Context: an optimization exercise on an open-source flow, tuned for small area, a short achievable clock period and few clock cycles. The choices shown serve that exercise and are no tape-out recipe. Where RTL was checked, it was by simulation tests only, not by an equivalence proof against the original. Only the layout flow was run in runs 1 to 3; the RTL was not checked for function there. Power figures rest on the tool's default switching activity, not on a simulated workload.

==> design/flow/design.v <==
`timescale 1ns / 1ps
package tvo_pkg;
  localparam logic [7:0] SEP_RESET = 8'h7C;
  localparam logic [7:0] CHAR_EQUALS = 8'h3D;
  localparam logic [7:0] CHAR_SPACE  = 8'h20;
  localparam logic [7:0] CHAR_TAB    = 8'h09;
  localparam logic [7:0] CHAR_CR     = 8'h0D;
  localparam logic [7:0] CHAR_PLUS   = 8'h2B;
  localparam logic [7:0] CHAR_MINUS  = 8'h2D;
  localparam logic [3:0] KS_EMPTY = 4'd0;
  localparam logic [3:0] KS_1     = 4'd1;
  localparam logic [3:0] KS_5     = 4'd2;
  localparam logic [3:0] KS_3     = 4'd3;
  localparam logic [3:0] KS_4     = 4'd4;
  localparam logic [3:0] KS_OTHER = 4'd5;
  localparam logic [3:0] KS_11    = 4'd8;
  localparam logic [3:0] KS_55    = 4'd9;
  localparam logic [3:0] KS_54    = 4'd10;
  localparam logic [3:0] KS_38    = 4'd11;
  localparam logic [3:0] KS_40    = 4'd12;
  localparam logic [3:0] KS_44    = 4'd13;
  localparam logic [1:0] PH_SPACE  = 2'd0;
  localparam logic [1:0] PH_SIGN   = 2'd1;
  localparam logic [1:0] PH_DIGITS = 2'd2;
  localparam logic [1:0] PH_STOP   = 2'd3;
  localparam logic [1:0] STATUS_OK       = 2'd0;
  localparam logic [1:0] STATUS_BAD_NUM  = 2'd1;
  localparam logic [1:0] STATUS_TOO_LONG = 2'd2;
  typedef struct packed {
    logic [1:0]  piece_count;
    logic        last_eq;
    logic [3:0]  key;
    logic [3:0]  val_len;
    logic [1:0]  phase;
    logic        neg;
    logic        num_err;
    logic [63:0] buf_q;
  } field_t;
  localparam field_t FIELD_CLEAR = '0;
endpackage
`timescale 1ns / 1ps
module tag_value_order_message_parser #(
  parameter int unsigned INSTRUMENT_BYTES = 8
) (
  input  logic        clk_i,
  input  logic        rst_ni,
  input  logic        cfg_valid_i,
  input  logic [7:0]  cfg_field_separator_i,
  output logic        cfg_ready_o,
  input  logic        in_valid_i,
  input  logic [7:0]  in_data_byte_i,
  input  logic        in_is_last_i,
  output logic        in_ready_o,
  output logic        out_valid_o,
  input  logic        out_ready_i,
  output logic [6:0]  out_present_mask_o,
  output logic [31:0] out_order_id_o,
  output logic [31:0] out_client_id_o,
  output logic [31:0] out_side_code_o,
  output logic [31:0] out_order_quantity_o,
  output logic [31:0] out_order_kind_o,
  output logic [31:0] out_limit_price_o,
  output logic [63:0] out_instrument_text_o,
  output logic [3:0]  out_instrument_length_o,
  output logic [1:0]  out_status_o
);
  logic [7:0]  sep_q;
  logic        in_v_q;
  logic [7:0]  byte_q;
  logic [4:0]  dig_q;
  logic        neg_next;
  logic        last_q;
  tvo_pkg::field_t      fld_q;
  tvo_pkg::field_t      base;
  tvo_pkg::field_t      fld_d;
  logic        fresh_q;
  logic        pend_q;
  logic        emit_q;
  logic        advance;
  logic        is_sep;
  logic        is_eq;
  logic        is_digit;
  logic        is_space;
  logic        key_55;
  logic        key_num;
  logic [4:0]  digit_add;
  logic [31:0] acc_next;
  logic        acc_ovf;
  assign cfg_ready_o = 1'b1;
  always_ff @(posedge clk_i or negedge rst_ni) begin
    if (!rst_ni) begin
      sep_q <= tvo_pkg::SEP_RESET;
    end else if (cfg_valid_i) begin
      sep_q <= cfg_field_separator_i;
    end
  end
  logic out_v_q;
  logic clr_q;
  assign advance    = !(pend_q && (out_v_q || clr_q));
  assign in_ready_o = advance;
  always_ff @(posedge clk_i or negedge rst_ni) begin
    if (!rst_ni) begin
      in_v_q <= 1'b0;
    end else if (advance) begin
      in_v_q <= in_valid_i;
    end
  end
  always_ff @(posedge clk_i) begin
    if (advance) begin
      byte_q <= in_data_byte_i;
      dig_q  <= {1'b0, in_data_byte_i[3:0]} + (neg_next ? 5'd9 : 5'd0);
      last_q <= in_is_last_i;
    end
  end
  assign is_sep   = (byte_q == sep_q);
  assign is_eq    = (byte_q == tvo_pkg::CHAR_EQUALS);
  assign is_digit = (byte_q[7:4] == 4'h3) && (byte_q[3:0] <= 4'd9);
  assign is_space = (byte_q == tvo_pkg::CHAR_SPACE) || ((byte_q >= tvo_pkg::CHAR_TAB) && (byte_q <= tvo_pkg::CHAR_CR));
  assign base = fresh_q ? tvo_pkg::FIELD_CLEAR : fld_q;
  logic in_value;
  assign in_value = !fresh_q && (fld_q.piece_count == 2'd1) && !is_eq;
  assign key_55  = (fld_q.key == tvo_pkg::KS_55);
  assign key_num = (fld_q.key == tvo_pkg::KS_1) || (fld_q.key == tvo_pkg::KS_11) ||
                   (fld_q.key == tvo_pkg::KS_54) || (fld_q.key == tvo_pkg::KS_38) ||
                   (fld_q.key == tvo_pkg::KS_40) || (fld_q.key == tvo_pkg::KS_44);
  assign neg_next = in_v_q ? fld_d.neg : fld_q.neg;
  logic [31:0] acc_x;
  logic [31:0] acc_y;
  logic [31:0] acc_z;
  logic [31:0] acc_s;
  logic [31:0] acc_k;
  assign digit_add = dig_q;
  assign acc_x     = {fld_q.buf_q[28:0], 3'b000};
  assign acc_y     = {fld_q.buf_q[30:0], 1'b0};
  assign acc_z     = {27'd0, digit_add};
  assign acc_s     = acc_x ^ acc_y ^ acc_z;
  assign acc_k     = {(acc_x[30:0] & acc_y[30:0]) | (acc_x[30:0] & acc_z[30:0]) |
                      (acc_y[30:0] & acc_z[30:0]), 1'b0};
  assign acc_next  = acc_s + acc_k;
  assign acc_ovf   = !fld_q.buf_q[31] &&
                     ((fld_q.buf_q[30:0] > 31'd214748364) ||
                      ((fld_q.buf_q[30:0] == 31'd214748364) && (digit_add >= 5'd8)) ||
                      ((fld_q.buf_q[30:0] == 31'd214748363) && (digit_add == 5'd18)));
  always_comb begin
    fld_d = base;
    fld_d.buf_q = fresh_q ? 64'd0 : fld_q.buf_q;
    if (is_eq) begin
      if (base.piece_count != 2'd3) begin
        fld_d.piece_count = base.piece_count + 2'd1;
      end
      fld_d.last_eq = 1'b1;
    end else begin
      fld_d.last_eq = 1'b0;
      if (base.piece_count == 2'd0) begin
        unique case (base.key)
          tvo_pkg::KS_EMPTY: begin
            unique case (byte_q)
              8'h31:   fld_d.key = tvo_pkg::KS_1;
              8'h35:   fld_d.key = tvo_pkg::KS_5;
              8'h33:   fld_d.key = tvo_pkg::KS_3;
              8'h34:   fld_d.key = tvo_pkg::KS_4;
              default: fld_d.key = tvo_pkg::KS_OTHER;
            endcase
          end
          tvo_pkg::KS_1:    fld_d.key = (byte_q == 8'h31) ? tvo_pkg::KS_11 : tvo_pkg::KS_OTHER;
          tvo_pkg::KS_5:    fld_d.key = (byte_q == 8'h35) ? tvo_pkg::KS_55 :
                               (byte_q == 8'h34) ? tvo_pkg::KS_54 : tvo_pkg::KS_OTHER;
          tvo_pkg::KS_3:    fld_d.key = (byte_q == 8'h38) ? tvo_pkg::KS_38 : tvo_pkg::KS_OTHER;
          tvo_pkg::KS_4:    fld_d.key = (byte_q == 8'h30) ? tvo_pkg::KS_40 :
                               (byte_q == 8'h34) ? tvo_pkg::KS_44 : tvo_pkg::KS_OTHER;
          default: fld_d.key = tvo_pkg::KS_OTHER;
        endcase
      end
    end
    if (in_value) begin
      if (fld_q.val_len != 4'd15) begin
        fld_d.val_len = fld_q.val_len + 4'd1;
      end
      if (key_55) begin
        for (int i = 0; i < INSTRUMENT_BYTES; i++) begin
          if (fld_q.val_len == 4'(i)) begin
            fld_d.buf_q[i*8 +: 8] = byte_q;
          end
        end
      end
      if (key_num && (fld_q.phase != tvo_pkg::PH_STOP)) begin
        if (is_digit) begin
          fld_d.buf_q[31:0] = acc_next;
          if (acc_ovf) begin
            fld_d.num_err = 1'b1;
            fld_d.phase   = tvo_pkg::PH_STOP;
          end else begin
            fld_d.phase   = tvo_pkg::PH_DIGITS;
          end
        end else if ((fld_q.phase == tvo_pkg::PH_SPACE) && is_space) begin
          fld_d.phase = tvo_pkg::PH_SPACE;
        end else if ((fld_q.phase == tvo_pkg::PH_SPACE) &&
                     ((byte_q == tvo_pkg::CHAR_PLUS) || (byte_q == tvo_pkg::CHAR_MINUS))) begin
          fld_d.neg         = (byte_q == tvo_pkg::CHAR_MINUS);
          fld_d.buf_q[31:0] = (byte_q == tvo_pkg::CHAR_MINUS) ? 32'hFFFF_FFFF : 32'd0;
          fld_d.phase       = tvo_pkg::PH_SIGN;
        end else begin
          if (fld_q.phase != tvo_pkg::PH_DIGITS) begin
            fld_d.num_err = 1'b1;
          end
          fld_d.phase = tvo_pkg::PH_STOP;
        end
      end
    end
  end
  always_ff @(posedge clk_i) begin
    if (advance && in_v_q) begin
      fld_q  <= is_sep ? base : fld_d;
      emit_q <= last_q;
    end
  end
  always_ff @(posedge clk_i or negedge rst_ni) begin
    if (!rst_ni) begin
      fresh_q <= 1'b1;
      pend_q  <= 1'b0;
    end else if (advance) begin
      if (in_v_q) begin
        fresh_q <= is_sep || last_q;
        pend_q  <= is_sep || last_q;
      end else begin
        pend_q  <= 1'b0;
      end
    end
  end
  logic        close;
  logic        take;
  logic        hasval;
  logic        taken;
  logic        num_bad;
  logic        wr_instr;
  logic        err_long;
  logic [5:0]  wr_num;
  logic        err_num;
  logic [31:0] num_val;
  logic [5:0][31:0] vals_q;
  logic [63:0] instr_q;
  logic [3:0]  ilen_q;
  logic [6:0]  mask_q;
  logic [1:0]  status_q;
  logic [6:0]  mask_set;
  assign close = pend_q && !out_v_q && !clr_q;
  assign take  = out_v_q && out_ready_i;
  assign hasval  = (fld_q.val_len != 4'd0);
  assign taken   = hasval && (((fld_q.piece_count == 2'd1) && !fld_q.last_eq) ||
                              ((fld_q.piece_count == 2'd2) && fld_q.last_eq));
  assign num_bad = fld_q.num_err || (fld_q.phase == tvo_pkg::PH_SPACE) || (fld_q.phase == tvo_pkg::PH_SIGN);
  assign num_val = fld_q.buf_q[31:0] ^ {32{fld_q.neg}};
  logic [5:0] key_slot;
  assign key_slot = {fld_q.key == tvo_pkg::KS_44, fld_q.key == tvo_pkg::KS_40, fld_q.key == tvo_pkg::KS_38,
                     fld_q.key == tvo_pkg::KS_54, fld_q.key == tvo_pkg::KS_1,  fld_q.key == tvo_pkg::KS_11};
  assign wr_instr = close && taken && (fld_q.key == tvo_pkg::KS_55) &&
                    (fld_q.val_len <= 4'(INSTRUMENT_BYTES));
  assign err_long = close && taken && (fld_q.key == tvo_pkg::KS_55) &&
                    (fld_q.val_len > 4'(INSTRUMENT_BYTES));
  assign wr_num   = (close && taken && !num_bad) ? key_slot : 6'd0;
  assign err_num  = close && taken && num_bad && (key_slot != 6'd0);
  assign mask_set = {wr_num[5], wr_num[4], wr_num[3], wr_num[2], wr_instr, wr_num[1], wr_num[0]};
  always_ff @(posedge clk_i or negedge rst_ni) begin
    if (!rst_ni) begin
      clr_q   <= 1'b1;
      out_v_q <= 1'b0;
    end else begin
      clr_q <= take;
      if (take) begin
        out_v_q <= 1'b0;
      end else if (close && emit_q) begin
        out_v_q <= 1'b1;
      end
    end
  end
  always_ff @(posedge clk_i) begin
    if (clr_q) begin
      mask_q   <= '0;
      status_q <= tvo_pkg::STATUS_OK;
    end else begin
      mask_q <= mask_q | mask_set;
      if (status_q == tvo_pkg::STATUS_OK) begin
        if (err_num) begin
          status_q <= tvo_pkg::STATUS_BAD_NUM;
        end else if (err_long) begin
          status_q <= tvo_pkg::STATUS_TOO_LONG;
        end
      end
    end
  end
  always_ff @(posedge clk_i) begin
    if (clr_q) begin
      instr_q <= '0;
      ilen_q  <= '0;
    end else if (wr_instr) begin
      instr_q <= fld_q.buf_q;
      ilen_q  <= fld_q.val_len;
    end
  end
  for (genvar s = 0; s < 6; s++) begin : g_slot
    always_ff @(posedge clk_i) begin
      if (clr_q) begin
        vals_q[s] <= '0;
      end else if (wr_num[s]) begin
        vals_q[s] <= num_val;
      end
    end
  end
  assign out_valid_o             = out_v_q;
  assign out_present_mask_o      = mask_q;
  assign out_order_id_o          = vals_q[0];
  assign out_client_id_o         = vals_q[1];
  assign out_side_code_o         = vals_q[2];
  assign out_order_quantity_o    = vals_q[3];
  assign out_order_kind_o        = vals_q[4];
  assign out_limit_price_o       = vals_q[5];
  assign out_instrument_text_o   = instr_q;
  assign out_instrument_length_o = ilen_q;
  assign out_status_o            = status_q;
endmodule
==> design/flow/run.sh <==
#!/bin/bash
# synth_recipe.tcl (not shown) runs the flow's synth.tcl, then flattens the netlist and writes it again
# the make line also repeats each setting of config.mk as NAME=value (left out here)
make -C /OpenROAD-flow-scripts/flow DESIGN_CONFIG=/design/flow/config.mk WORK_HOME=/design/flow/orfs CLKGATE_MAP_FILE= SYNTH_SCRIPT=/design/flow/synth_recipe.tcl finish
==> design/flow/config.mk <==
export PLATFORM = sky130hd
export DESIGN_NAME = tag_value_order_message_parser
export DESIGN_NICKNAME = tag_value_order_message_parser
export VERILOG_FILES = /design/flow/design.v
export SDC_FILE = /design/flow/constraint.sdc
export NUM_CORES = 4
export LEC_CHECK = 0
export CAP_MARGIN = 20
export CORE_MARGIN = 2
export CORE_UTILIZATION = 40
export SETUP_SLACK_MARGIN = 3.5
export SLEW_MARGIN = 20
export TNS_END_PERCENT = 5
==> design/flow/constraint.sdc <==
create_clock -name core_clock -period 6.0 [get_ports {clk_i}]
set_input_delay 1.2000 -clock core_clock [delete_from_list [all_inputs] [get_ports {clk_i}]]
set_output_delay 1.2000 -clock core_clock [all_outputs]
set_load 0.01 [all_outputs]
==> impl_metrics.tcl, run 1 <==
set metrics [dict create \
    status "no timing/DRC/antenna violations" \
    rsz0062_at_grt "yes" \
    ctsLongestPathBuffers 3 \
    setup_violations 0 \
    powerDensity_mw_per_mm2 503 \
    coreArea_mm2 0.0432 \
    synthTopCellsByArea "dfxtp_1, edfxtp_1, a211oi_1" \
    r2r-start "fld_q[75]" \
    grt_pass1_wl_um 88500 \
    synth_top_area_frac 0.308 \
    cts_max_level 2 \
    cts.sinks 376 \
    cp-end-kind "flop" \
    antenna_found_initial 0 \
    rows 76 \
    grtUsageTotal 0.254 \
    grt_use_met3 0.0494 \
    period_share 0.564 \
    clkTransAtPathRegs_ns 0.06 \
    clk_latency_ns 0.56 \
    ys.flop_type "dfxtp_1" \
    max_freq_mhz 295 \
    die_w_um 213 \
    ir_drop_mv 0.278 \
    totalWireLength_um 59800 \
    finalClockSkew_ns 0.0142 \
    dieArea_mm2 0.0454 \
    final_util 0.535 \
    syn_area_per_cell_um2 8.96 \
    relSlewSlack 0.259 \
    port_buffers 292 \
    hold_end "mask_q[5]" \
    crit_chain "or3b_1 > a21oi_1 > o21ai_0 > buf_4 > or4_1 > mux2i_1 > mux2_2 > ha_1 > ha_1 > a31o_2" \
    crit_arrival_ns 3.70 \
    syn_inst 1952 \
    dp_hpwl_um 39600 \
    netlist_area_mm2 0.0175 \
    clkPwrFrac 0.216 \
    antenna_cells 0 \
    worstPathRequired_ns 6.31 \
    met1_usage 0.362 \
    final_nets 2329 \
    initial_core_util 0.405 \
    leakagePower_nw 8.19 \
    p_switching_mw 4.82 \
    drc_errors 0 \
    synth.largest_area_cell "dfxtp_1" \
    num_vias 15828 \
    path_max_fanout 12 \
    tightest_slew_ns 1.11 \
    combPwrFrac 0.464 \
    cap_violations 0 \
    cpPeakStageDelay_ns 0.56 \
    min_path_type "flop to flop" \
    grt_busiest_layer "met2" \
    die_height_um 213 \
    drive_gt1_frac 0.113 \
    drv_slew 0 \
    first_global_vias 14453 \
    firstDrtPassIters 5 \
    startpoint_type "flop" \
    reg2reg_slack_ns 2.62 \
    ys_types 85 \
    tns_ns 0 \
    ys_async_sr_fraction 0.0346 \
    grt_max_degree 101 \
    cts-buffers-inserted 42 \
    min_from "mask_q[5]" \
    cts_tree "yes" \
    drt-initial-drc-count 1579 \
    final_antenna_net_count 0 \
    routabilityCongestion 0.924 \
    routed_via_density 5.54 \
    crit_type "flop to flop" \
    finalNonFillerCells 2858 \
    syn-num-nets 2041 \
    yosys_warnings 1 \
    fin_crit_ns 3.38 \
    clockRootBuffer "clkbuf_16" \
    switching_share 0.415 \
    dp.cells 2707 \
    synth_edf_count 94 \
    synth_seq_cells 376 \
    r2r_end "dig_q[4]" \
    ios 294 \
    r2r_cells 10 \
    grt_overflow_total 0 \
    crit_slowest_cell "or4_1" \
    wl_per_cell_um 20.9 \
    path_common_cell "ha_1" \
    finalHoldViolCount 0 \
    seqPwrFrac 0.320 \
    power.internal_mw 6.80 \
    syn_to_final_growth_pct 31.9 \
    yosysSeqAreaShare 0.488 \
    hold_path_depth 2 \
    met2_usage 0.396 \
]
-- cells in the mapped netlist, types with 11 or more instances --
master and count:
a31oi_1 11, nor3_1 15, buf_1 21, a21o_1 15, ha_1 64, clkbuf_1 99
a221oi_1 12, nor2_1 290, mux2_2 11, inv_1 21, xnor2_1 59, dfxtp_1 269
and2_1 12, nand2_1 245, buf_2 23, o21ai_0 71, edfxtp_1 94, nand3_1 53
a211oi_1 170, and3_1 11, a21oi_1 198
-- cells by family after synthesis --
family / Yosys count / share of synthesized area
multiplexers: 15 / 0.00937
other: 1 / 0.000214
buffers and inverters: 168 / 0.0388
XOR/XNOR: 67 / 0.0335
flip-flops: 376 / 0.488
adder cells (fa/ha/maj): 67 / 0.0492
AO/OA/AOI/OAI: 556 / 0.206
AND/OR/NAND/NOR: 702 / 0.175
-- per-stage QoR --
step	instance area [um2]	hold WS, ns	power, mW	setup slack, ns
3_3_place_gp	20900	0.434	8.36	2.23
5_1_grt	23100	0.474	12.3	2.53
3_5_place_dp	20900	0.440	8.43	2.22
2_1_floorplan	17600	0.439	6.73	2.96
4_1_cts	22800	0.449	11.5	2.60
6_report	23100	0.447	11.6	2.62
-- placed cells by master, fill, tap and decap left out, types with 12 or more instances in the layout --
| cell type | n |
|---|---|
| clkbuf_16 | 44 |
| nor3_1 | 12 |
| buf_4 | 91 |
| ha_1 | 52 |
| clkdlybuf4s50_1 | 292 |
| dfxtp_1 | 269 |
| a221oi_1 | 12 |
| nand3_1 | 51 |
| a21oi_1 | 191 |
| nand2_1 | 243 |
| clkbuf_1 | 14 |
| nor2_1 | 288 |
| o21ai_0 | 66 |
| a21o_1 | 15 |
| xnor2_1 | 59 |
| a211oi_1 | 167 |
| inv_1 | 20 |
| edfxtp_1 | 94 |
-- metal layers --
layer	up-vias	share of wire
met5	-	0
met4	0	0.022
met3	89	0.084
met2	602	0.44
met1	7558	0.45
li1	7579	-
-- repair_timing --
action / 4_1_cts / 5_1_grt
gates resized for setup: 32 / 19
setup buffers: 49 / 22
gates cloned: 1 / 2
pin swaps: 15 / 13
setup endpoints to repair: 688 / 637
hold buffers: 0 / 0
-- critical path, delay by kind of cell (launching register included) --
family / cells / cell delay [ns]
multiplexers: 2 / 0.46
flip-flops: 1 / 0.55
AO/OA/AOI/OAI: 3 / 0.53
AND/OR/NAND/NOR: 2 / 0.96
adder cells (fa/ha/maj): 2 / 0.42
buffers and inverters: 1 / 0.21
-- registers in the layout, indices dropped and copies added (netlist names) --
register	cells
byte_q	8
clr_q	1
dig_q	5
emit_q	1
fld_q	79
fresh_q	1
ilen_q	4
in_v_q	1
instr_q	64
last_q	1
mask_q	7
out_v_q	1
pend_q	1
sep_q	8
status_q	2
vals_q	192
-- power by group through the flow --
stage | combinational (mW) | clock [mW] | sequential [mW]
6_report | 5.39 | 2.51 | 3.71
3_5_place_dp | 4.49 | 0 | 3.94
5_1_grt | 5.83 | 2.66 | 3.77
4_1_cts | 5.22 | 2.56 | 3.71
3_3_place_gp | 4.44 | 0 | 3.93
2_1_floorplan | 3.15 | 0 | 3.58
-- worst max-delay path by stage --
| stage | start | to | slack (ns) | depth (start not counted) |
|---|---|---|---|---|
| 3_5_place_dp | fld_q[2] | fld_q[19] | 2.22 | 10 |
| 2_1_floorplan | fld_q[2] | fld_q[30] | 2.96 | 10 |
| 5_1_grt | fld_q[0] | fld_q[29] | 2.53 | 10 |
| 4_1_cts | byte_q[4] | dig_q[4] | 2.60 | 9 |
| 3_3_place_gp | fld_q[2] | fld_q[19] | 2.23 | 10 |
| 6_report | fld_q[75] | dig_q[4] | 2.62 | 10 |
-- final cells by class --
type | instances | area, um2
multi-input cells | 1410 | 8680
clock inverters | 13 | 105
well taps | 585 | 732
flip-flops and latches | 376 | 8550
inverters | 21 | 78.8
clock buffers | 64 | 1220
repair buffers | 389 | 3720
fillers | 4083 | 20100
==> run 2: changes to the inputs <==
--- a/design/flow/design.v
+++ b/design/flow/design.v
@@ -98,4 +98,5 @@
   logic clr_q;
+  logic rdy_q;
   assign advance    = !(pend_q && (out_v_q || clr_q));
-  assign in_ready_o = advance;
+  assign in_ready_o = rdy_q;
   always_ff @(posedge clk_i or negedge rst_ni) begin
@@ -125,3 +126,4 @@
                    (fld_q.key == tvo_pkg::KS_40) || (fld_q.key == tvo_pkg::KS_44);
-  assign neg_next = in_v_q ? fld_d.neg : fld_q.neg;
+  assign neg_next = (in_v_q && (byte_q == tvo_pkg::CHAR_MINUS)) ||
+                    (!(in_v_q && (byte_q == tvo_pkg::CHAR_PLUS)) && !fresh_q && fld_q.neg);
   logic [31:0] acc_x;
@@ -262,2 +264,13 @@
   assign mask_set = {wr_num[5], wr_num[4], wr_num[3], wr_num[2], wr_instr, wr_num[1], wr_num[0]};
+  logic pend_n;
+  logic out_v_n;
+  assign pend_n  = advance ? (in_v_q && (is_sep || last_q)) : pend_q;
+  assign out_v_n = take ? 1'b0 : ((close && emit_q) ? 1'b1 : out_v_q);
+  always_ff @(posedge clk_i or negedge rst_ni) begin
+    if (!rst_ni) begin
+      rdy_q <= 1'b1;
+    end else begin
+      rdy_q <= !(pend_n && (out_v_n || take));
+    end
+  end
   always_ff @(posedge clk_i or negedge rst_ni) begin
==> run 2 against run 1 <==
Clock skew is 0.0063 ns higher. Total power fell by 0.20%. Sequential cell count is 1 higher. Combinational power decreased by 2%. Hold slack better by 0.0019 ns. Via count is 5.8% higher. Synthesized cell count rose by 10%. Global-route usage is 0.41 points higher. Synthesized area up 2.3%. Largest power group unchanged. Highest routed layer unchanged. Still clean. Die area up 2.2%. Clock-buffer cell count is 1 higher.
==> impl_metrics.tcl, run 2 <==
set metrics [dict create \
    setup_violations 0 \
    num_vias 16752 \
    final_common_cell "nand2_1" \
    drt-initial-drc-count 1461 \
    cts-buffers-inserted 41 \
    final_util 0.527 \
    seqPwrFrac 0.331 \
    finalNonFillerCells 3035 \
    crit_slowest_cell "fa_1" \
    tns_ns 0 \
    worstPathRequired_ns 6.29 \
    largest_reg_flops 192 \
    drc_errors 0 \
    ys_async_sr_fraction 0.0371 \
    cts_max_level 2 \
    status "no timing/DRC/antenna violations" \
    cp-end-kind "flop" \
    initial_core_util 0.405 \
    crit_buf_inv 2 \
    period_share 0.578 \
    syn_inst 2154 \
    grtUsageTotal 0.258 \
    ys_types 84 \
    largestRegisters "vals_q (192), fld_q (79), instr_q (64)" \
    tightest_slew_ns 1.13 \
    antenna_cells 0 \
    die_height_um 215 \
    yosysMostFrequentCell "nand2_1" \
    grt_pass1_wl_um 93800 \
    synth_top_area_frac 0.301 \
    syn-num-nets 2243 \
    fin_crit_ns 3.47 \
    relSlewSlack 0.243 \
    met2_usage 0.408 \
    grt_overflow_total 0 \
    rsz0062_at_grt "yes" \
    clkTransAtPathRegs_ns 0.06 \
    met1_usage 0.358 \
    grt_busiest_layer "met2" \
    yosysSeqAreaShare 0.479 \
    die_w_um 215 \
    port_buffers 292 \
    final_antenna_net_count 0 \
    ys.flop_type "dfxtp_1" \
    first_global_vias 15708 \
    synth.largest_area_cell "dfxtp_1" \
    final_nets 2500 \
    ir_drop_mv 0.274 \
    critPathTopFamily "compound AO/OA/AOI/OAI gates" \
    wl_per_cell_um 21.2 \
    syn_area_per_cell_um2 8.31 \
    combPwrFrac 0.453 \
    cap_violations 0 \
    synth_edf_count 94 \
    finalHoldViolCount 0 \
    switching_share 0.430 \
    routabilityCongestion 0.891 \
    clk_latency_ns 0.58 \
    final_cell_mix "nand2_1, a21oi_1, clkdlybuf4s50_1" \
    crit_type "flop to flop" \
    cpPeakStageDelay_ns 0.55 \
    max_freq_mhz 288 \
    cts.sinks 377 \
    clockRootBuffer "clkbuf_16" \
    path_max_fanout 4 \
    ctsLongestPathBuffers 3 \
    drv_slew 0 \
    crit_chain "fa_1 > fa_2 > a211oi_2 > o21bai_2 > a31o_2 > buf_4 > buf_4 > a21oi_1 > nor2b_1 > nor2_1 > xnor2_1 > a221oi_1 > o22ai_1" \
    antenna_found_initial 0 \
    netlist_area_mm2 0.0179 \
    min_path_type "flop to flop" \
    grt_max_degree 105 \
    synthTopCellsByArea "dfxtp_1, edfxtp_1, nand2_1" \
    power_mw 11.6 \
    crit_arrival_ns 3.76 \
    synth_seq_cells 377 \
    firstDrtPassIters 7 \
    top_register "vals_q" \
    dp.cells 2907 \
    ios 294 \
    p_switching_mw 4.99 \
    rows 77 \
    grt_use_met3 0.0544 \
    coreArea_mm2 0.0442 \
    path_common_cell "buf_4" \
    power.internal_mw 6.61 \
    totalWireLength_um 64500 \
    cts_tree "yes" \
    routed_via_density 5.52 \
    syn_to_final_growth_pct 30.2 \
    yosys_warnings 1 \
    drive_gt1_frac 0.0954 \
    dp_hpwl_um 40900 \
    powerDensity_mw_per_mm2 498 \
    clkPwrFrac 0.216 \
    dieArea_mm2 0.0464 \
    leakagePower_nw 8.37 \
    startpoint_type "flop" \
    finalClockSkew_ns 0.0205 \
    synthTopCellsByCount "nand2_1, a21oi_1, dfxtp_1" \
    reg2reg_slack_ns 2.53 \
]
==> run 2: routing by layer <==
metal | wire [um] | up-vias
met5 | 0 | -
met1 | 28500 | 8036
met3 | 5020 | 119
met4 | 1940 | 0
met2 | 29000 | 675
li1 | - | 7922
==> run 2: worst paths after layout <==
check,startpoint,end,cells after the start
setup / recovery,fld_q[2],fld_q[12],13
hold / removal,vals_q[44],vals_q[44],2
setup reg to reg,fld_q[2],fld_q[12],13
hold reg to reg,vals_q[44],vals_q[44],2
max in group asynchronous,rst_ni,sep_q[1],1
min in group asynchronous,rst_ni,sep_q[7],1
==> run 2: cells by family after synthesis <==
family | count (synthesis) | synth area share
compound gates | 565 | 0.180
xor+xnor | 70 | 0.0343
fa+ha+maj | 67 | 0.0481
buf+inv | 174 | 0.0386
flops | 377 | 0.479
mux | 13 | 0.00811
other cells | 1 | 0.000210
simple gates | 887 | 0.211
==> run 2: power by group through the flow <==
stage / clock network (mW) / registers [mW] / logic (mW)
global placement: 0 / 3.96 / 4.45
detailed placement: 0 / 3.97 / 4.50
CTS: 2.54 / 3.86 / 4.87
finish: 2.50 / 3.84 / 5.26
global route: 2.64 / 3.88 / 5.70
floorplan: 0 / 3.57 / 3.32
==> run 2: repair_timing <==
action                     CTS  global route
gates resized for setup     23            45
gates cloned                 2             3
hold buffers                 0             0
pin swaps                   15            27
setup buffers               28            20
setup endpoints to repair  689           684
==> run 2: cell type report <==
| type | count | area, um2 |
|---|---|---|
| flip-flops and latches | 377 | 8570 |
| well taps | 592 | 741 |
| clock buffers | 65 | 1230 |
| fillers | 4164 | 20900 |
| multi-input cells | 1607 | 8990 |
| repair buffers | 365 | 3600 |
| inverters | 19 | 71.3 |
| clock inverters | 10 | 83.8 |
==> run 2: through the flow <==
stage	cell area, um2	hold slack (ns)	setup slack [ns]
4_1_cts	22900	0.451	2.64
6_report	23300	0.449	2.53
2_1_floorplan	18000	0.439	2.93
3_5_place_dp	21200	0.443	2.34
5_1_grt	23300	0.464	2.42
3_3_place_gp	21200	0.438	2.36
==> run 2: tightest hold or removal path: cells and delay by family, from the launching register on <==
kind,cells,cell delay [ns]
AO/OA/AOI/OAI,1,0.05
flip-flops,1,0.31
AND/OR/NAND/NOR,1,0.05
==> run 3: changes to the inputs <==
==> design/flow/flow/run.sh (new file) <==
#!/bin/bash
# The standard layout, with the port buffers made of buf_2 cells in place of the
# delay buffer buffer_ports picks on its own. Each tool's output goes to standard.log.
set -euo pipefail
export BUFFER_PORTS_ARGS="-buffer_cell sky130_fd_sc_hd__buf_2"
bash standard.sh finish > standard.log 2>&1
==> design/flow/standard.sh (new file) <==
#!/bin/bash
# synth_recipe.tcl (not shown) runs the flow's synth.tcl, then flattens the netlist and writes it again
# the make line also repeats each setting of config.mk as NAME=value (left out here)
make -C /OpenROAD-flow-scripts/flow DESIGN_CONFIG=/design/flow/config.mk WORK_HOME=/design/flow/orfs CLKGATE_MAP_FILE= SYNTH_SCRIPT=/design/flow/synth_recipe.tcl "${@:-finish}"
removed: design/flow/run.sh
==> run 3 against run 2 <==
Largest cell class unchanged. Register-to-register slack improved by 0.02 ns. Total power rose by 0.29%. Cell count rose by 0.76%. Clock power rose by 4%. Fmax rose by 0.46%. Via count rose by 1.2%. Non-clock buffer count rose by 24. Setup slack improved by 0.016 ns. Sequential share of layout area rose by 2.2 points.
==> impl_metrics.tcl, run 3 <==
set metrics [dict create \
    drv_slew 0 \
    powerDensity_mw_per_mm2 528 \
    wl_per_cell_um 20.6 \
    cpPeakStageDelay_ns 0.55 \
    ctsLongestPathBuffers 3 \
    period_share 0.576 \
    grt_overflow_total 0 \
    synth.largest_area_cell "dfxtp_1" \
    cts_tree "yes" \
    synthTopCellsByArea "dfxtp_1, edfxtp_1, nand2_1" \
    startpoint_type "flop" \
    yosysSeqAreaShare 0.479 \
    relSlewSlack 0.278 \
    setup_violations 0 \
    max_freq_mhz 289 \
    synth_top_area_frac 0.301 \
    die_height_um 215 \
    largest_reg_flops 192 \
    die_w_um 215 \
    cap_violations 0 \
    cts-buffers-inserted 42 \
    grt_pass1_wl_um 93000 \
    leakagePower_nw 9.06 \
    tns_ns 0 \
    clockRootBuffer "clkbuf_16" \
    critPathTopFamily "compound AO/OA/AOI/OAI gates" \
    status "no timing/DRC/antenna violations" \
    drive_gt1_frac 0.219 \
    grt_max_degree 106 \
    ys.flop_type "dfxtp_1" \
    power_mw 11.6 \
    dieArea_mm2 0.0464 \
    syn_inst 2154 \
    top_register "vals_q" \
    netlist_area_mm2 0.0179 \
    synth_edf_count 94 \
    layout_setup_ws_ns 2.55 \
    final_common_cell "nand2_1" \
    path_max_fanout 4 \
    final_nets 2524 \
    syn_area_per_cell_um2 8.31 \
    port_buffers 292 \
    grtUsageTotal 0.254 \
    crit_buf_inv 1 \
    first_global_vias 15909 \
    drc_errors 0 \
    final_cell_mix "nand2_1, a21oi_1, buf_2" \
    fin_crit_ns 3.45 \
    ir_drop_mv 0.260 \
    largestRegisters "vals_q (192), fld_q (79), instr_q (64)" \
    dp_hpwl_um 40700 \
    min_path_type "flop to flop" \
    finalHoldViolCount 0 \
    multiInputGateArea_mm2 0.00893 \
    crit_chain "fa_1 > fa_2 > a211oi_2 > o21bai_1 > a31o_2 > a22o_4 > a31oi_4 > buf_4 > o21ai_1 > xor2_1 > a21oi_1 > nor4_1" \
    rsz0062_at_grt "yes" \
    yosysMostFrequentCell "nand2_1" \
    yosys_warnings 1 \
    crit_slowest_cell "fa_1" \
    hold_slack_ns 0.445 \
    clk_latency_ns 0.56 \
    worstPathRequired_ns 6.38 \
    clkTransAtPathRegs_ns 0.06 \
    synth_seq_cells 377 \
    ys_types 84 \
    final_antenna_net_count 0 \
    crit_type "flop to flop" \
    routabilityCongestion 0.929 \
    syn_to_final_growth_pct 23.0 \
    routed_via_density 5.55 \
    rows 77 \
    syn-num-nets 2243 \
    totalWireLength_um 63100 \
    finalClockSkew_ns 0.0251 \
    drt-initial-drc-count 1712 \
    synthTopCellsByCount "nand2_1, a21oi_1, dfxtp_1" \
    fill_cells 4255 \
    layout.area.seq_mm2 0.00858 \
    cts.sinks 377 \
    coreArea_mm2 0.0442 \
    antenna_cells 0 \
    antenna_found_initial 0 \
    initial_core_util 0.405 \
    ys_async_sr_fraction 0.0371 \
    cp-end-kind "flop" \
    ctsHoldBuffers 0 \
    post-place-ws_ns 2.34 \
    tightest_slew_ns 1.08 \
    firstDrtPassIters 5 \
    num_vias 16959 \
    crit_arrival_ns 3.84 \
    cts_max_level 2 \
    ios 294 \
]
## run 3: changes by cell type in the layout (fill, tap and decap cells not counted), sizes merged
cell           change
clkinv             -6
clkinvlp           +4
clkdlybuf4s50    -292
buf              +315
clkbuf             +1
or2                -1
bufinv             +2
## run 3: worst min-delay path: stages, from the launching register on
cell     delay [ns]
dfxtp_1        0.30
nand2_1        0.05
a21oi_1        0.05
## run 3: worst paths after layout
check	to	cells after the start	startpoint	slack [ns]
min in group asynchronous	sep_q[0]	1	rst_ni	0.52
worst max-delay path	fld_q[24]	12	dig_q[3]	2.55
worst max register to register	fld_q[24]	12	dig_q[3]	2.55
worst min register to register	vals_q[142]	2	vals_q[142]	0.45
worst min-delay path	vals_q[142]	2	vals_q[142]	0.45
max in group asynchronous	sep_q[5]	1	rst_ni	5.18
## run 3: where the power goes
part | leakage [nW] | total (mW) | internal, mW | switching (mW)
registers | 3.27 | 3.73 | 3.18 | 0.546
logic | 5.12 | 5.30 | 1.96 | 3.35
clock network | 0.662 | 2.60 | 1.53 | 1.07
total | 9.06 | 11.6 | 6.67 | 4.96
## run 3: stage by stage
stage | std cells | area, um2 | utilization
after floorplan | 2154 | 18000 | -
final | 3058 | 22000 | 0.498
after global routing | 3058 | 22000 | 0.498
after detailed placement | 2909 | 19800 | 0.447
after global placement | 2909 | 19700 | 0.446
after CTS | 2996 | 21300 | 0.481
## run 3: timing repair
item,in CTS,in global routing
pin swaps,5,28
setup buffers,11,58
endpoints found under the setup margin,402,421
resized for setup,6,48
endpoints found under the hold margin,0,0
cloned,1,4
## run 3: cell type report
class	count	share of cell area
Multi-Input combinational cell	1606	0.406
Tap cell	592	0.0337
Sequential cell	377	0.390
Inverter	19	0.00341
Clock inverter	10	0.00506
Clock buffer	65	0.0573
Timing Repair Buffer	389	0.105
## run 3: kinds of logic (layout without fill, tap and decap cells)
| kind of cell | after synthesis | after routing | synth area share |
|---|---|---|---|
| multiplexers | 13 | 13 | 0.00811 |
| adder cells (fa/ha/maj) | 67 | 67 | 0.0481 |
| AO/OA/AOI/OAI | 565 | 566 | 0.180 |
| AND/OR/NAND/NOR | 887 | 889 | 0.211 |
| other | 1 | 1 | 0.000210 |
| XOR/XNOR | 70 | 70 | 0.0343 |
| flip-flops | 377 | 377 | 0.479 |
| buffers and inverters | 174 | 483 | 0.0386 |
## run 3: per-layer routing
metal | GRT usage | vias up | wire (um)
met2 | 0.394 | 749 | 28000
met4 | 0.0722 | 0 | 1490
met3 | 0.0593 | 111 | 5460
met1 | 0.353 | 8107 | 28100
met5 | 0 | - | 0
li1 | - | 7992 | -
==> run 4: changes to the inputs <==
--- a/design/flow/design.v
+++ b/design/flow/design.v
@@ -70,3 +70,2 @@
   logic [4:0]  dig_q;
-  logic        neg_next;
   logic        last_q;
@@ -85,3 +84,2 @@
   logic        key_num;
-  logic [4:0]  digit_add;
   logic [31:0] acc_next;
@@ -111,3 +109,4 @@
       byte_q <= in_data_byte_i;
-      dig_q  <= {1'b0, in_data_byte_i[3:0]} + (neg_next ? 5'd9 : 5'd0);
+      dig_q  <= {in_data_byte_i[3], in_data_byte_i[3] ? 3'd7 : in_data_byte_i[2:0],
+                 in_data_byte_i[3] && in_data_byte_i[0]};
       last_q <= in_is_last_i;
@@ -126,21 +125,10 @@
                    (fld_q.key == tvo_pkg::KS_40) || (fld_q.key == tvo_pkg::KS_44);
-  assign neg_next = (in_v_q && (byte_q == tvo_pkg::CHAR_MINUS)) ||
-                    (!(in_v_q && (byte_q == tvo_pkg::CHAR_PLUS)) && !fresh_q && fld_q.neg);
-  logic [31:0] acc_x;
-  logic [31:0] acc_y;
-  logic [31:0] acc_z;
-  logic [31:0] acc_s;
-  logic [31:0] acc_k;
-  assign digit_add = dig_q;
-  assign acc_x     = {fld_q.buf_q[28:0], 3'b000};
-  assign acc_y     = {fld_q.buf_q[30:0], 1'b0};
-  assign acc_z     = {27'd0, digit_add};
-  assign acc_s     = acc_x ^ acc_y ^ acc_z;
-  assign acc_k     = {(acc_x[30:0] & acc_y[30:0]) | (acc_x[30:0] & acc_z[30:0]) |
-                      (acc_y[30:0] & acc_z[30:0]), 1'b0};
-  assign acc_next  = acc_s + acc_k;
-  assign acc_ovf   = !fld_q.buf_q[31] &&
-                     ((fld_q.buf_q[30:0] > 31'd214748364) ||
-                      ((fld_q.buf_q[30:0] == 31'd214748364) && (digit_add >= 5'd8)) ||
-                      ((fld_q.buf_q[30:0] == 31'd214748363) && (digit_add == 5'd18)));
+  logic [2:0] dig_lo;
+  logic       dig_8;
+  logic       dig_cin;
+  assign {dig_8, dig_lo, dig_cin} = dig_q;
+  assign acc_next  = {fld_q.buf_q[28:0], dig_lo} + {fld_q.buf_q[30:0], dig_8} + {31'd0, dig_cin};
+  assign acc_ovf   = (fld_q.buf_q[31:0] > 32'd214748364) ||
+                     ((fld_q.buf_q[31:0] == 32'd214748364) &&
+                      (dig_8 && (dig_cin || !fld_q.neg)));
   always_comb begin
@@ -200,5 +188,4 @@
                      ((byte_q == tvo_pkg::CHAR_PLUS) || (byte_q == tvo_pkg::CHAR_MINUS))) begin
-          fld_d.neg         = (byte_q == tvo_pkg::CHAR_MINUS);
-          fld_d.buf_q[31:0] = (byte_q == tvo_pkg::CHAR_MINUS) ? 32'hFFFF_FFFF : 32'd0;
-          fld_d.phase       = tvo_pkg::PH_SIGN;
+          fld_d.neg   = (byte_q == tvo_pkg::CHAR_MINUS);
+          fld_d.phase = tvo_pkg::PH_SIGN;
         end else begin
@@ -253,3 +240,3 @@
   assign num_bad = fld_q.num_err || (fld_q.phase == tvo_pkg::PH_SPACE) || (fld_q.phase == tvo_pkg::PH_SIGN);
-  assign num_val = fld_q.buf_q[31:0] ^ {32{fld_q.neg}};
+  assign num_val = fld_q.neg ? (32'd0 - fld_q.buf_q[31:0]) : fld_q.buf_q[31:0];
   logic [5:0] key_slot;
==> run 4 against run 3 <==
Cell count decreased by 7.0%. Sequential cell count fell by 1. Largest power group unchanged. Fmax decreased by 2.6%.
==> impl_metrics.tcl, run 4 <==
set metrics [dict create \
    synth_top_area_frac 0.316 \
    crit_arrival_ns 4.02 \
    worstPathRequired_ns 6.47 \
    path_max_fanout 6 \
    finalHoldViolCount 0 \
    die_height_um 210 \
    largest_reg_flops 192 \
    port_buffers 292 \
    hold_path_depth 2 \
    hold_end "instr_q[25]" \
    synthTopCellsByCount "nor2_1, dfxtp_1, nand2_1" \
    status "no timing/DRC/antenna violations" \
    yosysSeqAreaShare 0.502 \
    syn-num-nets 2021 \
    syn_area_per_cell_um2 8.68 \
    drt-initial-drc-count 1372 \
    cp-end-kind "flop" \
    top_register "vals_q" \
    coreArea_mm2 0.0419 \
    fin_crit_ns 3.54 \
    wl_per_cell_um 20.2 \
    leakagePower_nw 8.65 \
    final_nets 2332 \
    netlist_area_mm2 0.0170 \
    clkTransAtPathRegs_ns 0.06 \
    initial_core_util 0.406 \
    r2r-start "fld_q[3]" \
    ctsLongestPathBuffers 3 \
    grtUsageTotal 0.245 \
    grt_max_degree 98 \
    finalClockSkew_ns 0.0202 \
    clockRootBuffer "clkbuf_16" \
    ios 294 \
    dp_hpwl_um 36900 \
    die_w_um 210 \
    largestRegisters "vals_q (192), fld_q (79), instr_q (64)" \
    finalNonFillerCells 2843 \
    ys.flop_type "dfxtp_1" \
    period_share 0.591 \
    crit_type "flop to flop" \
    startpoint_type "flop" \
    dieArea_mm2 0.0442 \
    antenna_cells 0 \
    max_freq_mhz 282 \
    first_global_vias 14531 \
    synthTopCellsByArea "dfxtp_1, edfxtp_1, nor2_1" \
    ys_async_sr_fraction 0.0372 \
    cts-buffers-inserted 43 \
    synth_seq_cells 376 \
    rows 75 \
    yosys_warnings 1 \
    routabilityCongestion 0.893 \
    tns_ns 0 \
    rsz0062_at_grt "yes" \
    ir_drop_mv 0.247 \
    dp.cells 2660 \
    final_cell_mix "nor2_1, buf_2, dfxtp_1" \
    syn_to_final_growth_pct 27.2 \
    cts_max_level 2 \
    final_antenna_net_count 0 \
    tightest_slew_ns 1.03 \
    r2r_cells 9 \
    reg2reg_slack_ns 2.46 \
    grt_overflow_total 0 \
    syn_inst 1962 \
    yosysMostFrequentCell "nor2_1" \
    relSlewSlack 0.313 \
    synth_edf_count 93 \
    r2r_end "vals_q[28]" \
    ctsHoldBuffers 0 \
    routed_via_density 5.54 \
    final_common_cell "nor2_1" \
    totalWireLength_um 57500 \
    setup_violations 0 \
    cap_violations 0 \
    antenna_found_initial 0 \
    drv_slew 0 \
    firstDrtPassIters 6 \
    synth.largest_area_cell "dfxtp_1" \
    clk_latency_ns 0.57 \
    drc_errors 0 \
    min_from "instr_q[25]" \
    cts_tree "yes" \
    min_path_type "flop to flop" \
    powerDensity_mw_per_mm2 514 \
    grt_pass1_wl_um 85200 \
    num_vias 15760 \
    drive_gt1_frac 0.266 \
    ys_types 71 \
    cts.sinks 376 \
]
## run 4: changes by cell type after synthesis, moves of 12 or more
| cell | previous run | this run |
|---|---|---|
| a211oi_1 | 16 | 131 |
| o21ai_1 | 12 | 0 |
| nand2_1 | 611 | 237 |
| nor3_1 | 19 | 77 |
| nor2_1 | 100 | 355 |
| clkbuf_1 | 131 | 143 |
| ha_1 | 64 | 35 |
| nand3_1 | 45 | 59 |
| a2111oi_0 | 2 | 16 |
| a21oi_1 | 386 | 180 |
## run 4: metrics by stage
stage | setup WS, ns | utilization | hold slack (ns) | cell area [um2] | power [mW]
global placement | 2.29 | 0.448 | 0.440 | 18800 | 7.47
CTS | 2.48 | 0.491 | 0.453 | 20600 | 10.4
finish | 2.46 | 0.516 | 0.452 | 21700 | 11.1
global route | 2.40 | 0.516 | 0.474 | 21700 | 11.7
detailed placement | 2.22 | 0.448 | 0.445 | 18800 | 7.54
floorplan | 2.70 | - | 0.439 | 17100 | 6.30
## run 4: cell type report
type	instances	area [um2]
fillers	3956	20300
multi-input cells	1422	8550
flip-flops and latches	376	8540
repair buffers	415	2470
clock buffers	62	1240
well taps	539	674
clock inverters	14	121
inverters	15	56.3
## run 4: critical path, stage by stage (launching register included)
cell and delay [ns]:
edfxtp_1 0.47, or3_4 0.42, or3_4 0.34, or4_4 0.46, or4_4 0.46, or4_4 0.48, o31ai_4 0.32, xor2_4 0.12
buf_12 0.16, a211oi_2 0.21
## run 4: logic make-up (layout without fill, tap and decap cells)
kind of cell	Yosys count	in the layout	synth area share
and+or+nand+nor	827	830	0.210
AOI/OAI and AO/OA	475	475	0.179
DFF	376	376	0.502
buffers and inverters	167	506	0.0377
xor gates and xnor gates	64	64	0.0338
adders and majority gates	38	38	0.0287
muxes	14	14	0.00897
other	1	1	0.000220
## run 4: routing by layer
layer,up-vias,track usage,part of all wire
met5,-,0,0
met4,0,0.0582,0.020
met3,82,0.0515,0.078
met2,606,0.400,0.46
met1,7526,0.334,0.44
li1,7546,-,-
## run 4: what timing repair did
| action | 4_1_cts | 5_1_grt |
|---|---|---|
| pin swaps | 31 | 19 |
| buffers inserted | 27 | 77 |
| gates resized for setup | 44 | 89 |
| cloned | 2 | 1 |
| setup endpoints to repair | 411 | 412 |
## run 4: worst max-delay path by stage
stage,slack [ns],cells past startpoint,start,to
floorplan,2.70,9,fld_q[3],vals_q[124]
global placement,2.29,8,fld_q[3],vals_q[62]
detailed placement,2.22,10,fld_q[0],fld_q[27]
CTS,2.48,10,fld_q[68],vals_q[129]
global route,2.40,9,fld_q[3],vals_q[28]
finish,2.46,9,fld_q[3],vals_q[28]
## run 4: power by group
part	internal (mW)	switching (mW)	total (mW)	leakage (nW)
combinational	1.92	2.94	4.86	4.72
clock	1.48	1.07	2.55	0.674
sequential	3.18	0.540	3.72	3.26
Testbench counts of run 4, summed over its fixed seeds: cycles 68,502.
==> run 5: changes to the inputs <==
==> design/flow/flow/run.sh (replaced) <==
#!/bin/bash
# The standard layout, with two changes: the port buffers are buf_2 cells in place of
# the delay buffer buffer_ports picks on its own, and synthesis leaves adders to ABC
# (no full/half adder cells), which gives a faster accumulator. Each tool's output
# goes to standard.log.
set -euo pipefail
export BUFFER_PORTS_ARGS="-buffer_cell sky130_fd_sc_hd__buf_2"
export ADDER_MAP_FILE=
bash standard.sh finish > standard.log 2>&1
==> run 5 against run 4 <==
Routed wire length is 11% higher. Sequential power increased by 2%. Clock skew is 0.0015 ns higher. Largest power group unchanged. Design area rose by 5.5%. Clock power rose by 6%. Setup slack better by 0.36 ns. Die area grew 7.6%. Non-clock buffer count down 20. Via count rose by 10%. Synthesized area increased by 7.7%. Still clean.
==> impl_metrics.tcl, run 5 <==
set metrics [dict create \
    reg2reg_slack_ns 2.81 \
    setup_violations 0 \
    synth_edf_count 93 \
    ys_types 84 \
    ios 294 \
    startpoint_type "flop" \
    grt_overflow_total 0 \
    netlist_area_mm2 0.0183 \
    ys_async_sr_fraction 0.0372 \
    tns_ns 0 \
    drt-initial-drc-count 1764 \
    antenna_cells 0 \
    tightest_slew_ns 1.09 \
    drv_slew 0 \
    cp-end-kind "flop" \
    drive_gt1_frac 0.241 \
    clockRootBuffer "clkbuf_16" \
    grt_pass1_wl_um 92800 \
    crit_arrival_ns 3.58 \
    totalWireLength_um 63800 \
    cts_max_level 2 \
    cap_violations 0 \
    synth.largest_area_cell "dfxtp_1" \
    final_util 0.505 \
    synth_seq_cells 376 \
    ir_drop_mv 0.299 \
    cts.sinks 376 \
    min_path_type "flop to flop" \
    leakagePower_nw 8.83 \
    ys.flop_type "dfxtp_1" \
    coreArea_mm2 0.0453 \
    finalHoldViolCount 0 \
    cts_tree "yes" \
    die_height_um 218 \
    clk_latency_ns 0.58 \
    ctsLongestPathBuffers 3 \
    num_vias 17340 \
    yosys_warnings 1 \
    syn_inst 2120 \
    grtUsageTotal 0.248 \
    dieArea_mm2 0.0476 \
    drc_errors 0 \
    synth_top_area_frac 0.294 \
    synthTopCellsByArea "dfxtp_1, edfxtp_1, a211oi_1" \
    final_antenna_net_count 0 \
    powerDensity_mw_per_mm2 504 \
    synthTopCellsByCount "nor2_1, dfxtp_1, nand2_1" \
    grt_max_degree 201 \
    path_common_cell "or4_4" \
    dp_hpwl_um 40100 \
    crit_type "flop to flop" \
    port_buffers 292 \
    cpPeakStageDelay_ns 0.54 \
    routed_via_density 5.78 \
    wl_per_cell_um 21.3 \
    die_w_um 218 \
    syn-num-nets 2142 \
    final_common_cell "nor2_1" \
    syn_to_final_growth_pct 24.6 \
    rsz0062_at_grt "yes" \
    cts-buffers-inserted 44 \
    largest_reg_flops 192 \
    final_nets 2386 \
    largestRegisters "vals_q (192), fld_q (79), instr_q (64)" \
    fin_crit_ns 3.19 \
    fill_cells 4316 \
    path_max_fanout 6 \
    rows 78 \
    critPathTopFamily "simple AND/OR/NAND/NOR gates" \
    crit_chain "or4_4 > or4_4 > or4_4 > or3_4 > o31ai_4 > xor2_4 > a211oi_2" \
    initial_core_util 0.405 \
    yosysSeqAreaShare 0.466 \
    firstDrtPassIters 6 \
    clkTransAtPathRegs_ns 0.06 \
    antenna_found_initial 0 \
    crit_slowest_cell "or4_4" \
    first_global_vias 15683 \
    routabilityCongestion 0.875 \
    relSlewSlack 0.273 \
    syn_area_per_cell_um2 8.65 \
    finalClockSkew_ns 0.0217 \
    period_share 0.531 \
    crit_buf_inv 0 \
    status "no timing/DRC/antenna violations" \
    worstPathRequired_ns 6.40 \
    final_cell_mix "nor2_1, buf_2, dfxtp_1" \
    yosysMostFrequentCell "nor2_1" \
    top_register "vals_q" \
    ctsHoldBuffers 0 \
    max_freq_mhz 314 \
]
[run 5: cell types whose count changed in the layout (fill, tap and decap cells not counted), sizes merged, moves of 13 or more]
cell,before,now
a2111oi,16,3
a211oi,131,185
buf,415,388
ha,35,0
inv,16,30
mux2i,4,30
nand2,237,206
nand3,59,23
nor2,358,307
nor3,77,42
nor3b,7,53
o21ai,53,102
o22ai,4,20
xnor2,32,59
[run 5: worst min-delay path: stages, from the launching register on]
cell and delay [ns]:
dfxtp_1 0.30, nand2_1 0.05, a21oi_1 0.05
[run 5: kinds of logic (layout without fill, tap and decap cells)]
family,Yosys count,after routing,share of synthesized area
and+or+nand+nor,759,760,0.195
AOI/OAI and AO/OA,623,624,0.224
DFF,376,376,0.466
buffers and inverters,225,501,0.0463
xor gates and xnor gates,93,93,0.0448
muxes,40,40,0.0225
adders and majority gates,3,3,0.00164
other,1,1,0.000204
[run 5: area by class of cell]
type | instances | area (um2) | area share
multi-input combinational | 1521 | 9530 | 0.417
sequential | 376 | 8550 | 0.374
timing repair buffer | 395 | 2460 | 0.108
clock buffer | 62 | 1290 | 0.0564
tap | 600 | 751 | 0.0328
clock inverter | 18 | 179 | 0.00783
inverter | 26 | 97.6 | 0.00427
[run 5: repair_timing]
action / 4_1_cts / 5_1_grt
buffers inserted: 18 / 59
pin swaps: 13 / 12
endpoints found under the setup margin: 415 / 415
gates resized for setup: 32 / 70
cloned: 1 / 2
[run 5: layer usage]
layer,track usage,part of all wire,vias up
li1,-,-,8145
met1,0.343,0.43,8299
met2,0.381,0.45,786
met3,0.0566,0.089,110
met4,0.0803,0.026,0
met5,0,0,-
[run 5: power by group]
part	switching [mW]	total [mW]	internal [mW]	leakage [nW]
combinational	3.17	5.02	1.85	4.85
sequential	0.639	3.81	3.17	3.26
clock	1.11	2.70	1.59	0.724
[run 5: through the flow]
stage	total power, mW	std cells	hold slack [ns]	worst slack [ns]	instance area [um2]
after floorplan	6.70	2120	0.439	2.94	18400
after global placement	7.98	2838	0.442	2.20	20100
after detailed placement	8.06	2838	0.444	2.11	20100
after CTS	10.9	2937	0.452	2.77	21900
after global routing	12.1	2998	0.473	2.74	22900
final	11.5	2998	0.451	2.81	22900
[run 5: worst paths after layout]
kind	startpoint	cells past startpoint	endpoint
min reg2reg	instr_q[11]	2	instr_q[11]
max	fld_q[0]	7	vals_q[62]
max reg2reg	fld_q[0]	7	vals_q[62]
min in group asynchronous	rst_ni	1	sep_q[1]
max in group asynchronous	rst_ni	1	sep_q[2]
min	instr_q[11]	2	instr_q[11]
==> run 6: changes to the inputs <==
==> design/flow/flow/run.sh (replaced) <==
#!/bin/bash
# The standard layout, with two changes: the port buffers are buf_1 cells in place of
# the delay buffer buffer_ports picks on its own, and synthesis leaves adders to ABC
# (no full/half adder cells), which gives a faster accumulator. Each tool's output
# goes to standard.log.
set -euo pipefail
export BUFFER_PORTS_ARGS="-buffer_cell sky130_fd_sc_hd__buf_1"
export ADDER_MAP_FILE=
bash standard.sh finish > standard.log 2>&1
--- a/design/flow/config.mk
+++ b/design/flow/config.mk
@@ -9,3 +9,4 @@
 export CORE_MARGIN = 2
-export CORE_UTILIZATION = 40
+export CORE_UTILIZATION = 55
+export CTS_BUF_LIST = sky130_fd_sc_hd__clkbuf_8
 export SETUP_SLACK_MARGIN = 3.5
==> run 6 against run 5 <==
Still clean on timing, DRC and antenna. Non-clock buffer count grew 41. Clock skew grew 0.011 ns. Clock power fell by 13%. Synthesized area is the same. Clock-buffer cell count up 18. Die area shrank 27%. Utilization increased by 19 points. Fmax is 2.1% higher. Total power fell by 2.0%. Global-route usage rose by 7.6 points. Routed wire length down 1.9%. Critical path type unchanged. Largest power group unchanged. Highest routed layer unchanged.
==> impl_metrics.tcl, run 6 <==
set metrics [dict create \
    tightest_slew_ns 1.13 \
    cts_tree "yes" \
    yosys_warnings 1 \
    antenna_cells 0 \
    syn_inst 2120 \
    ios 294 \
    netlist_area_mm2 0.0183 \
    clockRootBuffer "clkbuf_8" \
    period_share 0.520 \
    largestRegisters "vals_q (192), fld_q (79), instr_q (64)" \
    die_height_um 187 \
    dieArea_mm2 0.0348 \
    drt-initial-drc-count 1964 \
    crit_type "flop to flop" \
    final_antenna_net_count 0 \
    tns_ns 0 \
    cts_max_level 3 \
    ctsHoldBuffers 0 \
    syn-num-nets 2142 \
    grt_max_degree 253 \
    grt_overflow_total 0 \
    routabilityCongestion 0.935 \
    top_register "vals_q" \
    path_max_fanout 6 \
    final_cell_mix "nor2_1, buf_1, dfxtp_1" \
    synth_seq_cells 376 \
    worstPathRequired_ns 6.42 \
    clkTransAtPathRegs_ns 0.06 \
    leakagePower_nw 7.83 \
    rsz0062_at_grt "yes" \
    synth_top_area_frac 0.294 \
    cts.sinks 376 \
    ir_drop_mv 0.359 \
    syn_area_per_cell_um2 8.65 \
    finalHoldViolCount 0 \
    r2r-start "fld_q[0]" \
    syn_to_final_growth_pct 23.3 \
    max_freq_mhz 320 \
    min_path_type "flop to flop" \
    routed_via_density 6.14 \
    drive_gt1_frac 0.154 \
    r2r_cells 7 \
    antenna_found_initial 1 \
    final_common_cell "nor2_1" \
    hold_slack_ns 0.451 \
    ys_types 84 \
    die_w_um 187 \
    cts-buffers-inserted 68 \
    wl_per_cell_um 21.5 \
    synth.largest_area_cell "dfxtp_1" \
    synth_edf_count 93 \
    grtUsageTotal 0.323 \
    grt_pass1_wl_um 90100 \
    totalWireLength_um 62600 \
    ys_async_sr_fraction 0.0372 \
    drc_errors 0 \
    coreArea_mm2 0.0327 \
    relSlewSlack 0.239 \
    startpoint_type "flop" \
    synthTopCellsByArea "dfxtp_1, edfxtp_1, a211oi_1" \
    cp-end-kind "flop" \
    status "no timing/DRC/antenna violations" \
    yosysSeqAreaShare 0.466 \
    synthTopCellsByCount "nor2_1, dfxtp_1, nand2_1" \
    firstDrtPassIters 8 \
    yosysMostFrequentCell "nor2_1" \
    cap_violations 0 \
    fin_crit_ns 3.12 \
    clk_latency_ns 0.60 \
    largest_reg_flops 192 \
    rows 66 \
    endpoint "vals_q[158]" \
    powerDensity_mw_per_mm2 500 \
    initial_core_util 0.561 \
    final_nets 2453 \
    ys.flop_type "dfxtp_1" \
    drv_slew 0 \
    r2r_end "vals_q[158]" \
    ctsLongestPathBuffers 3 \
    num_vias 17892 \
    port_buffers 292 \
    cp-startpoint "fld_q[0]" \
    setup_violations 0 \
    finalClockSkew_ns 0.0330 \
    dp_hpwl_um 38600 \
    first_global_vias 15602 \
    crit_arrival_ns 3.54 \
    reg2reg_slack_ns 2.88 \
]
==> run 6: worst min-delay path by stage <==
stage                     start          end  slack [ns]  cells after the start
detailed placement   instr_q[9]   instr_q[9]        0.45                      2
floorplan                last_q       emit_q        0.44                      0
CTS                  instr_q[9]   instr_q[9]        0.45                      2
global placement    instr_q[12]  instr_q[12]        0.44                      2
finish              instr_q[56]  instr_q[56]        0.45                      2
global route        instr_q[45]  instr_q[45]        0.47                      2
==> run 6: cells by family (layout without fill, tap and decap cells) <==
group | after synthesis | count (layout) | synth area share
fa+ha+maj | 3 | 3 | 0.00164
mux | 40 | 40 | 0.0225
buf+inv | 225 | 574 | 0.0463
simple gates | 759 | 762 | 0.195
other cells | 1 | 1 | 0.000204
flops | 376 | 376 | 0.466
xor+xnor | 93 | 93 | 0.0448
compound gates | 623 | 624 | 0.224
==> run 6: where the power goes <==
part / total, mW / internal [mW] / switching (mW)
sequential: 3.79 / 3.17 / 0.620
clock: 2.36 / 1.30 / 1.06
combinational: 5.16 / 1.90 / 3.25
total: 11.3 / 6.37 / 4.93
==> run 6: area by class of cell <==
cell class / instances / area [um2]
Fill cell: 2718 / 10100
Multi-Input combinational cell: 1523 / 9650
Sequential cell: 376 / 8540
Tap cell: 442 / 553
Timing Repair Buffer: 436 / 2470
Clock inverter: 32 / 208
Inverter: 26 / 97.6
Clock buffer: 80 / 1100
==> run 6: routing by layer <==
layer | track usage | vias to the layer above | wire (um)
met5 | 0 | - | 0
met4 | 0.123 | 0 | 2420
met3 | 0.0664 | 156 | 6000
met2 | 0.502 | 962 | 28200
met1 | 0.445 | 8502 | 25900
li1 | - | 8272 | -
==> run 6: worst max-delay path: stages (launching register included) <==
cell and delay (ns):
edfxtp_1 0.41, or4_4 0.55, or4_4 0.48, or4_4 0.48, or3_4 0.40, o31ai_4 0.23, xor2_2 0.29, a211oi_1 0.12
==> run 6: stage by stage <==
stage	setup slack, ns	util	instances	instance area (um2)	power [mW]
finish	2.88	0.692	2915	22600	11.3
floorplan	2.94	-	2120	18400	6.70
detailed placement	2.13	0.598	2684	19600	8.00
global placement	2.22	0.598	2684	19600	7.93
global route	2.79	0.692	2915	22600	11.8
CTS	2.81	0.649	2815	21200	10.5
==> run 6: timing repair <==
item / in CTS / in global routing
gates resized for setup: 29 / 91
pin swaps: 14 / 28
gates cloned: 1 / 9
setup endpoints to repair: 413 / 415
setup buffers: 18 / 90
==> run 7: changes to the inputs <==
--- a/design/flow/config.mk
+++ b/design/flow/config.mk
@@ -11,3 +11,3 @@
 export CTS_BUF_LIST = sky130_fd_sc_hd__clkbuf_8
-export SETUP_SLACK_MARGIN = 3.5
+export SETUP_SLACK_MARGIN = 2.5
 export SLEW_MARGIN = 20
==> run 7 against run 6 <==
Still clean. Clock skew fell by 0.0028 ns. Global-route usage fell by 0.65 points. Fmax fell by 15%. Critical path type unchanged. Critical endpoint is now vals_q[30]. Largest cell class unchanged. Highest routed layer unchanged.
==> impl_metrics.tcl, run 7 <==
set metrics [dict create \
    synthTopCellsByArea "dfxtp_1, edfxtp_1, a211oi_1" \
    r2r_end "vals_q[30]" \
    yosysMostFrequentCell "nor2_1" \
    synthTopCellsByCount "nor2_1, dfxtp_1, nand2_1" \
    p_switching_mw 4.53 \
    die_height_um 187 \
    grtUsageTotal 0.317 \
    clk_latency_ns 0.60 \
    cts_max_level 3 \
    grt_overflow_total 0 \
    largest_reg_flops 192 \
    min_from "instr_q[51]" \
    fin_crit_ns 3.67 \
    yosysSeqAreaShare 0.466 \
    top_register "vals_q" \
    power_mw 10.4 \
    leakagePower_nw 7.10 \
    cp-startpoint "fld_q[8]" \
    setup_violations 0 \
    power.internal_mw 5.85 \
    routabilityCongestion 0.942 \
    max_freq_mhz 272 \
    m1WireLength_um 25100 \
    ctsLongestPathBuffers 3 \
    final_cell_mix "nor2_1, buf_1, dfxtp_1" \
    seqPwrFrac 0.387 \
    dp_hpwl_um 38300 \
    wl_per_cell_um 20.4 \
    hold_path_depth 2 \
    drt-initial-drc-count 1477 \
    ys_types 84 \
    cts_tree "yes" \
    cap_violations 0 \
    synth_xor_area_frac 0.0448 \
    drv_slew 0 \
    tightest_slew_ns 1.12 \
    cts-buffers-inserted 67 \
    syn_inst 2120 \
    drive_gt1_frac 0.0851 \
    antenna_found_initial 0 \
    ios 294 \
    worstPathRequired_ns 6.42 \
    r2r_cells 7 \
    die_w_um 187 \
    firstDrtPassIters 5 \
    synth_top_family_by_area "compound AO/OA/AOI/OAI gates" \
    totalWireLength_um 57400 \
    drc_errors 0 \
    largestRegisters "vals_q (192), fld_q (79), instr_q (64)" \
    synth_edf_count 93 \
    r2r-start "fld_q[8]" \
    initial_core_util 0.561 \
    syn_area_per_cell_um2 8.65 \
    clockRootBuffer "clkbuf_8" \
    status "no timing/DRC/antenna violations" \
    ir_drop_mv 0.310 \
    final_antenna_net_count 0 \
    dieArea_mm2 0.0348 \
    final_nets 2343 \
    yosys.area_share.simple 0.195 \
    combPwrFrac 0.393 \
    ys.flop_type "dfxtp_1" \
    finalClockSkew_ns 0.0302 \
    syn_to_final_growth_pct 14.2 \
    cts.sinks 376 \
    path_max_fanout 25 \
    final_common_cell "nor2_1" \
    antenna_cells 0 \
    dr_wl_met3_um 4980 \
    period_share 0.612 \
    syn-num-nets 2142 \
    num_vias 16797 \
    port_buffers 292 \
    rsz0062_at_grt "yes" \
    synth.largest_area_cell "dfxtp_1" \
    grt_pass1_wl_um 88400 \
    grt_max_degree 201 \
    rows 66 \
    startpoint_type "flop" \
    powerDensity_mw_per_mm2 496 \
    relSlewSlack 0.256 \
    synth_top_area_frac 0.294 \
    finalHoldViolCount 0 \
    switching_share 0.437 \
    crit_arrival_ns 4.10 \
    synth_compound_gate_area_share 0.224 \
    cp-end-kind "flop" \
    netlist_area_mm2 0.0183 \
    clkTransAtPathRegs_ns 0.06 \
    routed_via_density 5.96 \
    synth.area.mux_share 0.0225 \
    crit_type "flop to flop" \
    wl_met2_um 25600 \
    first_global_vias 15250 \
    min_path_type "flop to flop" \
    reg2reg_slack_ns 2.33 \
    hold_end "instr_q[51]" \
    clkPwrFrac 0.220 \
    synthAdderAreaFrac 0.00164 \
    coreArea_mm2 0.0327 \
    synth_seq_cells 376 \
    ys_async_sr_fraction 0.0372 \
    yosys_warnings 1 \
    highest_layer "met4" \
    tns_ns 0 \
]
-- run 7: cell counts after synthesis --
Identical to the previous run, type by type.
-- run 7: layer usage --
metal	track usage	vias up
met5	0	-
met4	0.110	0
met3	0.0730	112
met2	0.482	719
met1	0.443	7907
li1	-	8059
-- run 7: how the worst max path moves through the flow --
stage / slack, ns / cells after the start / endpoint
final: 2.33 / 7 / vals_q[30]
after global routing: 2.15 / 7 / vals_q[86]
after CTS: 2.29 / 8 / fld_q[46]
after detailed placement: 2.08 / 7 / vals_q[125]
after global placement: 2.17 / 7 / vals_q[125]
after floorplan: 2.77 / 4 / fld_q[0]
-- run 7: power groups by stage --
stage	clock (mW)	combinational, mW	sequential [mW]
2_1_floorplan	0	3.20	3.48
3_3_place_gp	0	3.91	4.03
3_5_place_dp	0	3.95	4.05
4_1_cts	2.32	4.01	3.99
5_1_grt	2.45	4.43	4.10
6_report	2.28	4.08	4.02
-- run 7: logic make-up after synthesis --
logic type      after synthesis
other cells                   1
fa+ha+maj                     3
simple gates                759
xor+xnor                     93
compound gates              623
flops                       376
mux                          40
buf+inv                     225
-- run 7: per-stage QoR --
step | worst slack, ns | hold slack (ns) | cells | util | instance area (um2)
after floorplan | 2.77 | 0.439 | 2120 | - | 18400
after global placement | 2.17 | 0.440 | 2688 | 0.598 | 19600
after detailed placement | 2.08 | 0.446 | 2688 | 0.598 | 19600
after CTS | 2.29 | 0.453 | 2813 | 0.639 | 20900
after global routing | 2.15 | 0.475 | 2817 | 0.641 | 20900
final | 2.33 | 0.452 | 2817 | 0.641 | 20900
-- run 7: layout make-up --
class                           count  area (um2)
Inverter                           26        97.6
Multi-Input combinational cell   1520        9070
Fill cell                        2987       11800
Tap cell                          442         553
Clock inverter                     43         189
Sequential cell                   376        8540
Timing Repair Buffer              330        1390
Clock buffer                       80        1100
-- run 7: repair_timing --
item | in CTS | in global routing
pin swaps | 0 | 1
cloned | 0 | 1
setup buffers | 2 | 2
endpoints found under the setup margin | 98 | 193
hold buffers | 0 | 0
resized for setup | 4 | 3
-- run 7: critical path: stages, from the launching register on --
cell and delay, ns:
edfxtp_1 0.73, nor4_1 0.92, nand4_1 0.26, or4_4 0.52, or3_4 0.39, o31ai_4 0.22, xor2_2 0.33, a211oi_1 0.13

Check on run 7: ideal ports give 2.328 ns setup slack; a clkbuf_16 on the clock port and buf_2 on the inputs give 2.328 ns; moving port delays by the midpoint clock arrival (0.635 ns) as well gives 2.328 ns.
